From an optimization exercise on the open Yosys and OpenROAD flow, aimed at small area; shortcuts taken in it are not production practice. In this exercise RTL edits were held to simulation tests only and were not proved equivalent to the original. Power is estimated from default activity; no workload was simulated.

Design mips_cpu, start of the top module:
module mips_cpu (
    input  logic        clk,
    input  logic        arst_n_i,
    input  logic [31:0] rom_data_i,
    output logic [31:0] rom_addr_o,
    output logic        rom_en_o,
    input  logic [31:0] ram_data_i,
    output logic        ram_en_o,
    output logic        ram_wr_en_o,
    output logic [31:0] ram_addr_o,
    output logic [31:0] ram_data_o
);
For scale: about 3100 cells after synthesis, ~170 I/O pins, roughly 49000 um2 of cells after synthesis.
==> flow/config.mk <==
export PLATFORM = sky130hd
export DESIGN_NAME = mips_cpu
export DESIGN_NICKNAME = mips_cpu
export VERILOG_FILES = /design/flow/design.v
export SDC_FILE = /design/flow/constraint.sdc
export NUM_CORES = 4
export LEC_CHECK = 0
export CAP_MARGIN = 5
export CORE_MARGIN = 2
export CORE_UTILIZATION = 50
export CTS_BUF_LIST = sky130_fd_sc_hd__clkbuf_16
export CTS_CLUSTER_DIAMETER = 100
export CTS_CLUSTER_SIZE = 25
export GPL_TIMING_DRIVEN = 0
export PLACE_DENSITY = 0.6
export SETUP_SLACK_MARGIN = 0.2
export SLEW_MARGIN = 5
export SYNTH_HIERARCHICAL = 1
==> flow/constraint.sdc <==
create_clock -name core_clock -period 6.0 [get_ports {clk}]
set_input_delay 1.2000 -clock core_clock [delete_from_list [all_inputs] [get_ports {clk}]]
set_output_delay 1.2000 -clock core_clock [all_outputs]
set_load 0.01 [all_outputs]
standard.sh (not shown) runs the stock make flow with config.mk's settings and CLKGATE_MAP_FILE= SYNTH_SCRIPT=/design/flow/synth_recipe.tcl, a recipe that flattens the netlist after the stock synthesis.
==> flow/flow/run.sh <==
#!/bin/bash
# The standard layout (standard.sh) with three changes:
# - synthesis is the standard flow's own script (synth_recipe.tcl, unchanged) except that
#   its abc calls use flow/abc_map.script: ORFS's speed script without the
#   final buffering and up/down-sizing, which placement repairs anyway;
#   registers, their names and cells are untouched by abc
# - the input and output port buffers use the smallest buffer cell
# - an area-recovery pass after global routing (flow/grt_post.tcl)
set -o pipefail
here=$(pwd)
{
  echo 'proc abc {args} {'
  echo '  set i [lsearch -exact $args -script]'
  echo "  if {\$i >= 0} { lset args [expr {\$i + 1}] $here/flow/abc_map.script }"
  echo '  yosys abc {*}$args'
  echo '}'
  cat synth_recipe.tcl
} > flow_synth.tcl
bash standard.sh SYNTH_SCRIPT="$here/flow_synth.tcl" \
    BUFFER_PORTS_ARGS="-buffer_cell sky130_fd_sc_hd__buf_1" \
    POST_GLOBAL_ROUTE_TCL="$here/flow/grt_post.tcl" finish 2>&1 | tee standard_make.log
==> flow/flow/abc_map.script <==
&get -n
&st
&dch
&nf
&st
&syn2
&if -g -K 6
&synch2
&nf
&st
&syn2
&if -g -K 6
&synch2
&nf
&st
&syn2
&if -g -K 6
&synch2
&nf
&st
&syn2
&if -g -K 6
&synch2
&nf
&st
&syn2
&if -g -K 6
&synch2
&nf
&put
topo
stime -c
==> flow/flow/grt_post.tcl <==
# Sourced by ORFS's global_route.tcl as POST_GLOBAL_ROUTE_TCL, before it
# writes 5_1_grt.odb.  Area recovery: gates with slack to spare are
# downsized, then slew and capacitance are repaired again and the timing
# re-checked, each time re-legalising and re-routing the changed nets.  The
# route guides are written again for detailed routing.
log_cmd global_route -start_incremental
log_cmd repair_timing -recover_power 100 -setup_margin $::env(SETUP_SLACK_MARGIN) -verbose
repair_design_helper
log_cmd detailed_placement
log_cmd global_route -end_incremental

log_cmd estimate_parasitics -global_routing
log_cmd global_route -start_incremental
repair_timing_helper -setup
log_cmd detailed_placement
log_cmd global_route -end_incremental

log_cmd estimate_parasitics -global_routing
write_guides $::env(RESULTS_DIR)/route.guide
The starting point completed, yet does not pass: max-capacitance violations, max-slew violations.
Change:
==> flow/flow/run.sh (replaced) <==
#!/bin/bash
# The standard layout (standard.sh, unchanged synthesis and steps), with
# the input and output port buffers made from the smallest buffer cell
set -o pipefail
bash standard.sh BUFFER_PORTS_ARGS="-buffer_cell sky130_fd_sc_hd__buf_1" finish 2>&1 | tee standard_make.log
removed: flow/flow/abc_map.script
removed: flow/flow/grt_post.tcl
After rerunning: The new run completed without violations; total power drops by 1.2%; hold slack is about the same; utilization drops by 0.34 points; non-clock buffer count climbs by 38; first-iteration DRC count drops by 19%; cell count climbs by 0.88%.
Change:
==> flow/flow/run.sh (replaced) <==
#!/bin/bash
# The standard layout (standard.sh, unchanged synthesis and steps), with
# the input and output port buffers made from the smallest buffer cell and an
# area-recovery pass after global routing (flow/grt_post.tcl)
set -o pipefail
here=$(pwd)
bash standard.sh BUFFER_PORTS_ARGS="-buffer_cell sky130_fd_sc_hd__buf_1" \
    POST_GLOBAL_ROUTE_TCL="$here/flow/grt_post.tcl" finish 2>&1 | tee standard_make.log
==> flow/flow/grt_post.tcl (new file) <==
# Sourced by ORFS's global_route.tcl as POST_GLOBAL_ROUTE_TCL, before it
# writes 5_1_grt.odb.  Area recovery: gates with slack to spare are
# downsized, then slew and capacitance are repaired again and the timing
# re-checked, each time re-legalising and re-routing the changed nets.  The
# route guides are written again for detailed routing.
log_cmd global_route -start_incremental
log_cmd repair_timing -recover_power 100 -setup_margin $::env(SETUP_SLACK_MARGIN) -verbose
repair_design_helper
log_cmd detailed_placement
log_cmd global_route -end_incremental

log_cmd estimate_parasitics -global_routing
log_cmd global_route -start_incremental
repair_timing_helper -setup
log_cmd detailed_placement
log_cmd global_route -end_incremental

log_cmd estimate_parasitics -global_routing
write_guides $::env(RESULTS_DIR)/route.guide
The new run finished clean.
Area after synthesis does not change.
Power is about the same.
Sequential cell count is unchanged.
Clock-buffer cell count stays the same.
Wire length is about the same.
Setup slack improves by 0.094 ns.

========
Setup of the reference run:
Another version of the RTL of mips_cpu (not shown whole).
Size in the first run: roughly 3200 cells after synthesis.
clock: 6.0 ns
lec_check: 0
cap_margin: 5
core_margin: 2
core_utilization: 50
cts_buf_list: sky130_fd_sc_hd__clkbuf_16
cts_cluster_diameter: 100
cts_cluster_size: 25
gpl_timing_driven: 0
place_density: 0.6
setup_slack_margin: 0.15
slew_margin: 5
synth_hierarchical: 1
==> flow/flow/run.sh <==
#!/bin/bash
# The standard layout (standard.sh, unchanged synthesis and steps), with
# the input and output port buffers made from the smallest buffer cell, and
# non-critical gates downsized after global routing (power recovery)
set -o pipefail
bash standard.sh BUFFER_PORTS_ARGS="-buffer_cell sky130_fd_sc_hd__buf_1" RECOVER_POWER=100 finish 2>&1 | tee standard_make.log
Complete run, failing final checks: the reference run, reason max-capacitance violations, max-slew violations.
Modified inputs, the trial run compared to the reference run
==> flow/flow/run.sh <==
#!/bin/bash
# The standard layout (standard.sh, unchanged synthesis and steps), with
# the input and output port buffers made from the smallest buffer cell
set -o pipefail
bash standard.sh BUFFER_PORTS_ARGS="-buffer_cell sky130_fd_sc_hd__buf_1" finish 2>&1 | tee standard_make.log
## What came out
The trial run did not stop at any stage, and its layout met the timing, design-rule and antenna checks.
Power in the clock group of the reference run is on par with the trial run.
The trial run vs the reference run: via count of the routed design down
Diff the reference run and the trial run: final design area excluding fillers higher in the trial run
Against the reference run, the trial run comes in 10 lower on number of max-cap violations.

========
## the previous run
mips_cpu, a different RTL version from the one above (not shown whole).
For scale: about 3000 cells after synthesis, about 170 I/O pins, about 0.048 mm^2 of cells after synthesis.
// mips_cpu
module mips_cpu (
    input  logic        clk,
    input  logic        arst_n_i,
    input  logic [31:0] rom_data_i,
    output logic [31:0] rom_addr_o,
    output logic        rom_en_o,
    input  logic [31:0] ram_data_i,
    output logic        ram_en_o,
    output logic        ram_wr_en_o,
    output logic [31:0] ram_addr_o,
    output logic [31:0] ram_data_o
);
    localparam logic [3:0] C_NOP  = 4'h0;
    localparam logic [3:0] C_ADDU = 4'h1;
    localparam logic [3:0] C_SW   = 4'h2;
    localparam logic [3:0] C_SUBU = 4'h3;
    localparam logic [3:0] C_AND  = 4'h4;
    localparam logic [3:0] C_OR   = 4'h5;
    localparam logic [3:0] C_XOR  = 4'h6;
    localparam logic [3:0] C_NOR  = 4'h7;
    localparam logic [3:0] C_LW   = 4'h8;
    localparam logic [3:0] C_ADDI = 4'h9;
    localparam logic [3:0] C_SLT  = 4'ha;
    localparam logic [3:0] C_SLTU = 4'hb;
    localparam logic [3:0] C_ANDI = 4'hc;
    localparam logic [3:0] C_ORI  = 4'hd;
    localparam logic [3:0] C_XORI = 4'he;
    localparam logic [3:0] C_LUI  = 4'hf;
    logic        stall;
    logic        advance;
    logic [31:2] pc_q;
    logic [3:0]  cls;
    assign rom_addr_o = {pc_q, 2'b00};
    assign advance    = rom_en_o && !stall;
    always_comb begin
        cls = C_NOP;
        case (rom_data_i[31:26])
            6'h00: case (rom_data_i[5:0])
                6'h21, 6'h23, 6'h24, 6'h25, 6'h26, 6'h27, 6'h2a, 6'h2b: cls = rom_data_i[3:0];
                default: cls = C_NOP;
            endcase
  ...
==> flow/config.mk <==
export PLATFORM = sky130hd
export DESIGN_NAME = mips_cpu
export DESIGN_NICKNAME = mips_cpu
export VERILOG_FILES = /design/flow/design.v
export SDC_FILE = /design/flow/constraint.sdc
export NUM_CORES = 4
export LEC_CHECK = 0
export CAP_MARGIN = 10
export CORE_MARGIN = 2
export CORE_UTILIZATION = 50
export CTS_BUF_LIST = sky130_fd_sc_hd__clkbuf_16
export CTS_CLUSTER_DIAMETER = 100
export CTS_CLUSTER_SIZE = 25
export GPL_TIMING_DRIVEN = 0
export PLACE_DENSITY = 0.7
export SETUP_SLACK_MARGIN = 0.2
export SLEW_MARGIN = 10
export SYNTH_HIERARCHICAL = 1
==> flow/constraint.sdc <==
create_clock -name core_clock -period 6.0 [get_ports {clk}]
set_input_delay 1.2000 -clock core_clock [delete_from_list [all_inputs] [get_ports {clk}]]
set_output_delay 1.2000 -clock core_clock [all_outputs]
set_load 0.01 [all_outputs]
==> flow/flow/run.sh <==
#!/bin/bash
# The standard layout (standard.sh) with three changes:
# - synthesis is the standard flow's own script (synth_recipe.tcl, unchanged) except that
#   its abc calls use flow/abc_map.script: ORFS's speed script without the
#   final buffering and up/down-sizing, which placement repairs anyway;
#   registers, their names and cells are untouched by abc
# - the input and output port buffers use the smallest buffer cell
# - an area-recovery pass after global routing (flow/grt_post.tcl)
set -o pipefail
here=$(pwd)
{
  echo 'proc abc {args} {'
  echo '  set i [lsearch -exact $args -script]'
  echo "  if {\$i >= 0} { lset args [expr {\$i + 1}] $here/flow/abc_map.script }"
  echo '  yosys abc {*}$args'
  echo '}'
  cat synth_recipe.tcl
} > flow_synth.tcl
bash standard.sh SYNTH_SCRIPT="$here/flow_synth.tcl" \
    BUFFER_PORTS_ARGS="-buffer_cell sky130_fd_sc_hd__buf_1" \
    POST_GLOBAL_ROUTE_TCL="$here/flow/grt_post.tcl" finish 2>&1 | tee standard_make.log
==> flow/flow/abc_map.script <==
&get -n
&st
&dch
&nf
&st
&syn2
&if -g -K 6
&synch2
&nf
&st
&syn2
&if -g -K 6
&synch2
&nf
&st
&syn2
&if -g -K 6
&synch2
&nf
&st
&syn2
&if -g -K 6
&synch2
&nf
&st
&syn2
&if -g -K 6
&synch2
&nf
&put
topo
stime -c
==> flow/flow/grt_post.tcl <==
# Sourced by ORFS's global_route.tcl as POST_GLOBAL_ROUTE_TCL, before it
# writes 5_1_grt.odb.  Area recovery: gates with slack to spare are
# downsized, then slew and capacitance are repaired again and the timing
# re-checked, each time re-legalising and re-routing the changed nets.  The
# route guides are written again for detailed routing.
log_cmd global_route -start_incremental
log_cmd repair_timing -recover_power 100 -setup_margin $::env(SETUP_SLACK_MARGIN) -verbose
repair_design_helper
log_cmd detailed_placement
log_cmd global_route -end_incremental

log_cmd estimate_parasitics -global_routing
log_cmd global_route -start_incremental
repair_timing_helper -setup
log_cmd detailed_placement
log_cmd global_route -end_incremental

log_cmd estimate_parasitics -global_routing
write_guides $::env(RESULTS_DIR)/route.guide
Per the final summary, the previous run finished and its layout is clean on timing, DRC and antenna.
Input changes introduced in the current run (baseline for comparison: the previous run):
- changing PLACE_DENSITY from 0.7 to 0.6
[summary]
Sort the current run and the previous run by average wire per cell in the routed design asc -> top: the previous run
Between the previous run and the current run, the core utilization does not differ in any meaningful way.
Where first-pass GRT wire length is concerned, the previous run is better than the current run.
The destination of the critical timing path comes out mem_result[28] in one run and mem_result[0] in the other, namely in the current run and the previous run respectively.
When the final numbers for the current run and the previous run were put side by side, the global-route usage turned out to be smaller in the previous run.
Relative to the previous run, combinational power share increased by 0.6 points in the current run.

==> re-timing with driven ports <==
Ports are ideal in the flow. The routed layouts listed here were re-timed in OpenROAD.
Step 1 (the two cells are an assumption about what drives the block):
set clk [get_ports {clk}]
set_driving_cell -lib_cell sky130_fd_sc_hd__clkbuf_16 $clk
set_driving_cell -lib_cell sky130_fd_sc_hd__buf_2 [delete_from_list [all_inputs] $clk]
Step 2 also shifts input and output timing later by t, the mid clock arrival at the registers, as if the neighbouring blocks saw the same clock.
Three values: ideal ports, drivers, drivers and shift; two values: the first two.
| run | t (ns) | setup slack, ns | worst setup path at the end | clock arrival spread, ns |
|---|---|---|---|---|
| the first run of note 1 | 0.761 | 0.240 / 0.240 / -0.231 | input to register | 0.032 / 0.032 |
| the second run of note 1 | 0.763 | 0.215 / 0.215 / -0.102 | input to register | 0.024 / 0.024 |
| the third run of note 1 | 0.762 | 0.309 / 0.309 / -0.069 | input to register | 0.025 / 0.025 |
| the reference run | 0.764 | 0.117 / 0.117 / -0.173 | input to register | 0.023 / 0.023 |
| the trial run | 0.762 | 0.121 / 0.121 / 0.121 | register to register | 0.025 / 0.025 |
| the previous run | 0.740 | 0.233 / 0.233 / -0.077 | input to register | 0.034 / 0.033 |
| the current run | 0.778 | 0.258 / 0.258 / -0.079 | input to register | 0.029 / 0.029 |
The setup slack of the first run of note 1, which loses most, moves by 0.000 ns with the drivers and by -0.471 ns with both steps.
